Source: an optimization exercise on an open RTL-to-GDS flow (aim: small area, a short achievable clock period and few clock cycles per item). Production flows keep margins and buffers that such runs may drop. RTL that was checked went through simulation tests only; none was proved equivalent to the original. Power is estimated from default activity; no workload was simulated.

Setup of lane 2:
==> flow/design.v <==
`timescale 1ns/1ps
module cnnTop (
    input  logic                            i_clk,
    input  logic                            i_rstN,
    input  logic                            i_wrEn,
    input  logic [6-1:0]          i_wrAddr,
    input  logic [8-1:0]           i_wrData,
    input  logic                            i_start,
    output logic                            o_busy,
    output logic                            o_done,
    output logic signed [24-1:0] o_result,
    output logic                            o_led
);
    function automatic logic [17:0] csaSum(input logic [17:0] a, b, c);
        csaSum = a ^ b ^ c;
    endfunction
    function automatic logic [17:0] csaCry(input logic [17:0] a, b, c);
        csaCry = ((a & b) | (a & c) | (b & c)) << 1;
    endfunction
    logic [3:0] rstPipe;
    always_ff @(posedge i_clk) begin
        rstPipe <= {rstPipe[2:0], !i_rstN};
    end
    logic                   wrQ;
    logic [6-1:0] addrQ;
    logic [8-1:0]  dataQ;
    always_ff @(posedge i_clk) begin
        if (!i_rstN) wrQ <= 1'b0;
        else         wrQ <= i_wrEn;
        addrQ <= i_wrAddr;
        dataQ <= i_wrData;
    end
    logic [8-1:0] mem [64];
    logic [8-1:0] memData;
    assign memData = dataQ & {8{!rstPipe[0]}};
    always_ff @(posedge i_clk) begin
        for (int p = 0; p < 64; p++) begin
            if (rstPipe[0] || (wrQ && addrQ == 6'(p))) mem[p] <= memData;
        end
    end
    logic                  wr1;
    logic [8-1:0] oldPix;
    logic [8-1:0] newPix;
    logic                  r0a, r7a, c0a, c7a;
    always_ff @(posedge i_clk) begin
        wr1    <= wrQ;
        oldPix <= mem[addrQ];
        newPix <= dataQ;
        r0a    <= addrQ[5:3] == 3'd0;
        r7a    <= addrQ[5:3] == 3'd7;
        c0a    <= addrQ[2:0] == 3'd0;
        c7a    <= addrQ[2:0] == 3'd7;
    end
    logic signed [8:0] diff;
    logic              r0, r7, c0, c7;
    logic              xs3, xs2, xs1, xn, ys2, ys1, ys0, yn, zs, cOne, cTwo;
    always_ff @(posedge i_clk) begin
        diff <= wr1 ? $signed({1'b0, newPix}) - $signed({1'b0, oldPix}) : 9'sd0;
        r0   <= r0a;
        r7   <= r7a;
        c0   <= c0a;
        c7   <= c7a;
        {xs3, xs2, xs1, xn, ys2, ys1, ys0, yn, zs, cOne, cTwo} <= '0;
        case ({r0a, r7a, c0a, c7a})
            4'b0000: {xs3, ys0, yn, cOne}       <= '1;
            4'b0010: {xs1, xn, cOne}            <= '1;
            4'b0001: {xs3, ys1}                 <= '1;
            4'b1000: {xs3, ys2, zs}             <= '1;
            4'b0100: {xs2, xn, ys0, yn, cOne, cTwo} <= '1;
            4'b1010: {xs2}                      <= '1;
            4'b1001: {xs3, ys2}                 <= '1;
            4'b0110: {xs3, xn, cOne}            <= '1;
            default: ;
        endcase
    end
    logic rb, cb;
    assign rb = r0 | r7;
    assign cb = c0 | c7;
    logic [5:0] dl;
    logic [5:0] x0, y0, x1, y1, x2, y2;
    logic [5:0] l0Sum, l0Cry, l1Sum, l1Cry, l2Sum, l2Cry;
    logic [5:0] l0, l1, l2;    
    logic [4:0] l3h;           
    logic [5:0] l0Fb, l1Fb, l2Fb;
    logic [4:0] l3Fb;
    assign dl = diff[5:0];
    assign x0 = (rb | cb) ? dl << 2 : dl << 3;
    assign y0 = (rb ^ cb) ? dl << 1 : (rb | cb) ? 6'd0 : dl;
    assign x1 = (cb ? dl << 1 : 6'd0) ^ {6{c0}};
    assign y1 = (cb && !rb ? dl : 6'd0) ^ {6{c0}};
    assign x2 = (rb ? dl << 1 : 6'd0) ^ {6{r0}};
    assign y2 = (rb && !cb ? dl : 6'd0) ^ {6{r0}};
    assign l0Fb = l0 & {6{!rstPipe[2]}};
    assign l1Fb = l1 & {6{!rstPipe[2]}};
    assign l2Fb = l2 & {6{!rstPipe[2]}};
    assign l3Fb = l3h & {5{!rstPipe[2]}};
    assign l0Sum = 6'(csaSum(18'(l0Fb), 18'(x0), 18'(y0)));
    assign l0Cry = 6'(csaCry(18'(l0Fb), 18'(x0), 18'(y0)));
    assign l1Sum = 6'(csaSum(18'(l1Fb), 18'(x1), 18'(y1)));
    assign l1Cry = 6'(csaCry(18'(l1Fb), 18'(x1), 18'(y1))) | 6'(c0);
    assign l2Sum = 6'(csaSum(18'(l2Fb), 18'(x2), 18'(y2)));
    assign l2Cry = 6'(csaCry(18'(l2Fb), 18'(x2), 18'(y2))) | 6'(r0);
    logic [12:0] d13, xq, yq, zq, tqSum, tqCry;
    logic [12:0] tq;
    assign d13 = 13'(diff);
    assign xq  = (((d13 << 3) & {13{xs3}}) | ((d13 << 2) & {13{xs2}}) | ((d13 << 1) & {13{xs1}})) ^ {13{xn}};
    assign yq  = (((d13 << 2) & {13{ys2}}) | ((d13 << 1) & {13{ys1}}) | (d13 & {13{ys0}})) ^ {13{yn}};
    assign zq  = d13 & {13{zs}};
    assign tqSum = 13'(csaSum(18'(xq), 18'(yq), 18'(zq)));
    assign tqCry = 13'(csaCry(18'(xq), 18'(yq), 18'(zq))) | 13'(cTwo);
    always_ff @(posedge i_clk) begin
        l0  <= l0Sum + l0Cry;
        l1  <= 6'(({l1Sum, 1'b1} + {l1Cry, c0}) >> 1);
        l2  <= 6'(({l2Sum, 1'b1} + {l2Cry, r0}) >> 1);
        l3h <= l3Fb + dl[4:0];
        tq  <= 13'(({tqSum, 1'b1} + {tqCry, cOne}) >> 1);
    end
    logic [17:0] q;
    logic [7:0]  cU;    
    logic [7:0]  cV;    
    always_ff @(posedge i_clk) begin
        q  <= (q & {18{!rstPipe[3]}}) + {{5{tq[12]}}, tq};
        cU <= 8'(l0) + {1'b0, l1, 1'b0};
        cV <= 8'(l2) + {1'b0, l2, 1'b0} + {2'b0, l3h, 1'b0};
    end
    logic [17:0] rSum, rCry, resFull;
    assign rSum    = csaSum(q, {10'h3ff, ~cU}, {10'd0, cV});
    assign rCry    = csaCry(q, {10'h3ff, ~cU}, {10'd0, cV});
    assign resFull = 18'(({rSum, 1'b1} + {rCry, 1'b1}) >> 1);
    logic       busy;
    logic [4:0] runPipe;
    logic       accept;
    assign accept = i_start && !busy;
    always_ff @(posedge i_clk) begin
        if (!i_rstN) begin
            busy     <= 1'b0;
            runPipe  <= '0;
            o_done   <= 1'b0;
            o_result <= '0;
        end else begin
            runPipe <= {runPipe[3:0], accept};
            o_done  <= runPipe[4];
            if (accept)      busy <= 1'b1;
            else if (o_done) busy <= 1'b0;
            if (runPipe[4]) o_result <= 24'($signed(resFull[17:6]));
        end
    end
    assign o_busy = busy;
    assign o_led  = o_result[24-1];
endmodule
Settings: LEC_CHECK=0, CAP_MARGIN=20, CORE_MARGIN=2, CORE_UTILIZATION=40, CTS_BUF_LIST=sky130_fd_sc_hd__clkbuf_16, CTS_CLUSTER_DIAMETER=80, CTS_CLUSTER_SIZE=30, SETUP_SLACK_MARGIN=5, SLEW_MARGIN=20; clock period 8.0 ns.
standard.sh (not shown) runs the stock make flow with config.mk's settings and CLKGATE_MAP_FILE= SYNTH_SCRIPT=/design/flow/synth_recipe.tcl, a recipe that flattens the netlist after the stock synthesis.
==> flow/flow/run.sh <==
#!/bin/bash
# The standard layout, with clock tree synthesis told not to add dummy loads.
# The CTS arguments are otherwise those the standard flow builds from config.mk.
set -euo pipefail
export CTS_ARGS="-sink_clustering_enable -repair_clock_nets -sink_clustering_size 30 -sink_clustering_max_diameter 80 -buf_list sky130_fd_sc_hd__clkbuf_16 -dont_use_dummy_load"
bash standard.sh finish > standard_make.log 2>&1
Testbench counts of lane 2, summed over its fixed seeds: cycles 8,832, images 128.
Setup changes, lane 2 to lane 4
diff --git a/flow/design.v b/flow/design.v
--- a/flow/design.v
+++ b/flow/design.v
@@ -33,9 +33,23 @@
     logic [8-1:0] mem [64];
     logic [8-1:0] memData;
+    logic [7:0]            rowSel, colSel;
+    logic [64-1:0] wordSel;
+    logic [8-1:0] oldRead;
     assign memData = dataQ & {8{!rstPipe[0]}};
+    always_comb begin
+        for (int i = 0; i < 8; i++) begin
+            rowSel[i] = rstPipe[0] || (wrQ && addrQ[5:3] == 3'(i));
+            colSel[i] = rstPipe[0] || addrQ[2:0] == 3'(i);
+        end
+        for (int p = 0; p < 64; p++) wordSel[p] = rowSel[p / 8] && colSel[p % 8];
+    end
     always_ff @(posedge i_clk) begin
         for (int p = 0; p < 64; p++) begin
-            if (rstPipe[0] || (wrQ && addrQ == 6'(p))) mem[p] <= memData;
+            if (wordSel[p]) mem[p] <= memData;
         end
+    end
+    always_comb begin
+        oldRead = '0;
+        for (int p = 0; p < 64; p++) oldRead = oldRead | (mem[p] & {8{wordSel[p]}});
     end
     logic                  wr1;
@@ -45,5 +59,5 @@
     always_ff @(posedge i_clk) begin
         wr1    <= wrQ;
-        oldPix <= mem[addrQ];
+        oldPix <= oldRead;
         newPix <= dataQ;
         r0a    <= addrQ[5:3] == 3'd0;
## What came out
Relative to lane 2, the synthesized cell count measured on lane 4 has decreased by a few percent.
Compared with lane 2, placement density in the core of lane 4 is higher.
Taking lane 2 as the reference, in lane 4 fraction of final layout cells with drive strength greater than 1 went up by 3.6 points, total power now smaller.
Result: PASS for each of lane 2 and lane 4
Comparing lane 4 with lane 2, the total net switching power came out essentially unchanged.
Diff lane 2 -> lane 4: count of max-cap constraint violations shows no meaningful change, post-CTS resize count shows an increase of 15%, non-clock buffer total of the final layout shows an increase of 65, count of distinct cell types in the synthesized netlist shows an increase of 1.4%, number of vias in the routed layout shows a reduction of 173.
Only the layout flow was run in lane 4; the RTL was not checked for function there.

## what the ideal ports hide
The flow's constraints put no driver on any port. The routed layouts listed below were extracted and timed again, unchanged, in two steps.
Step 1 sets driving cells, clkbuf_16 on the clock port and buf_2 on the other inputs (assumed; they add their load-dependent delay and slew).
Step 2 times the ports against the registers' clock, not the clock port: input delays grow and output delays shrink by t, the midpoint of the rising clock arrivals with the driver on.
a / b / c = ideal / step 1 / step 2; a / b = the first two.
run	shift t [ns]	setup slack, ns	hold WS [ns]	worst slew at a driven data input, ns
lane 2	0.621	5.045 / 5.045 / 5.045	0.323 / 0.323 / 0.323	0.04
lane 4	0.682	4.657 / 4.657 / 4.608	0.353 / 0.353 / 0.353	0.07
After both steps every run listed still meets setup and hold. For lane 4, which loses most, drivers alone change the setup slack by 0.000 ns; drivers and shift together by -0.049 ns.
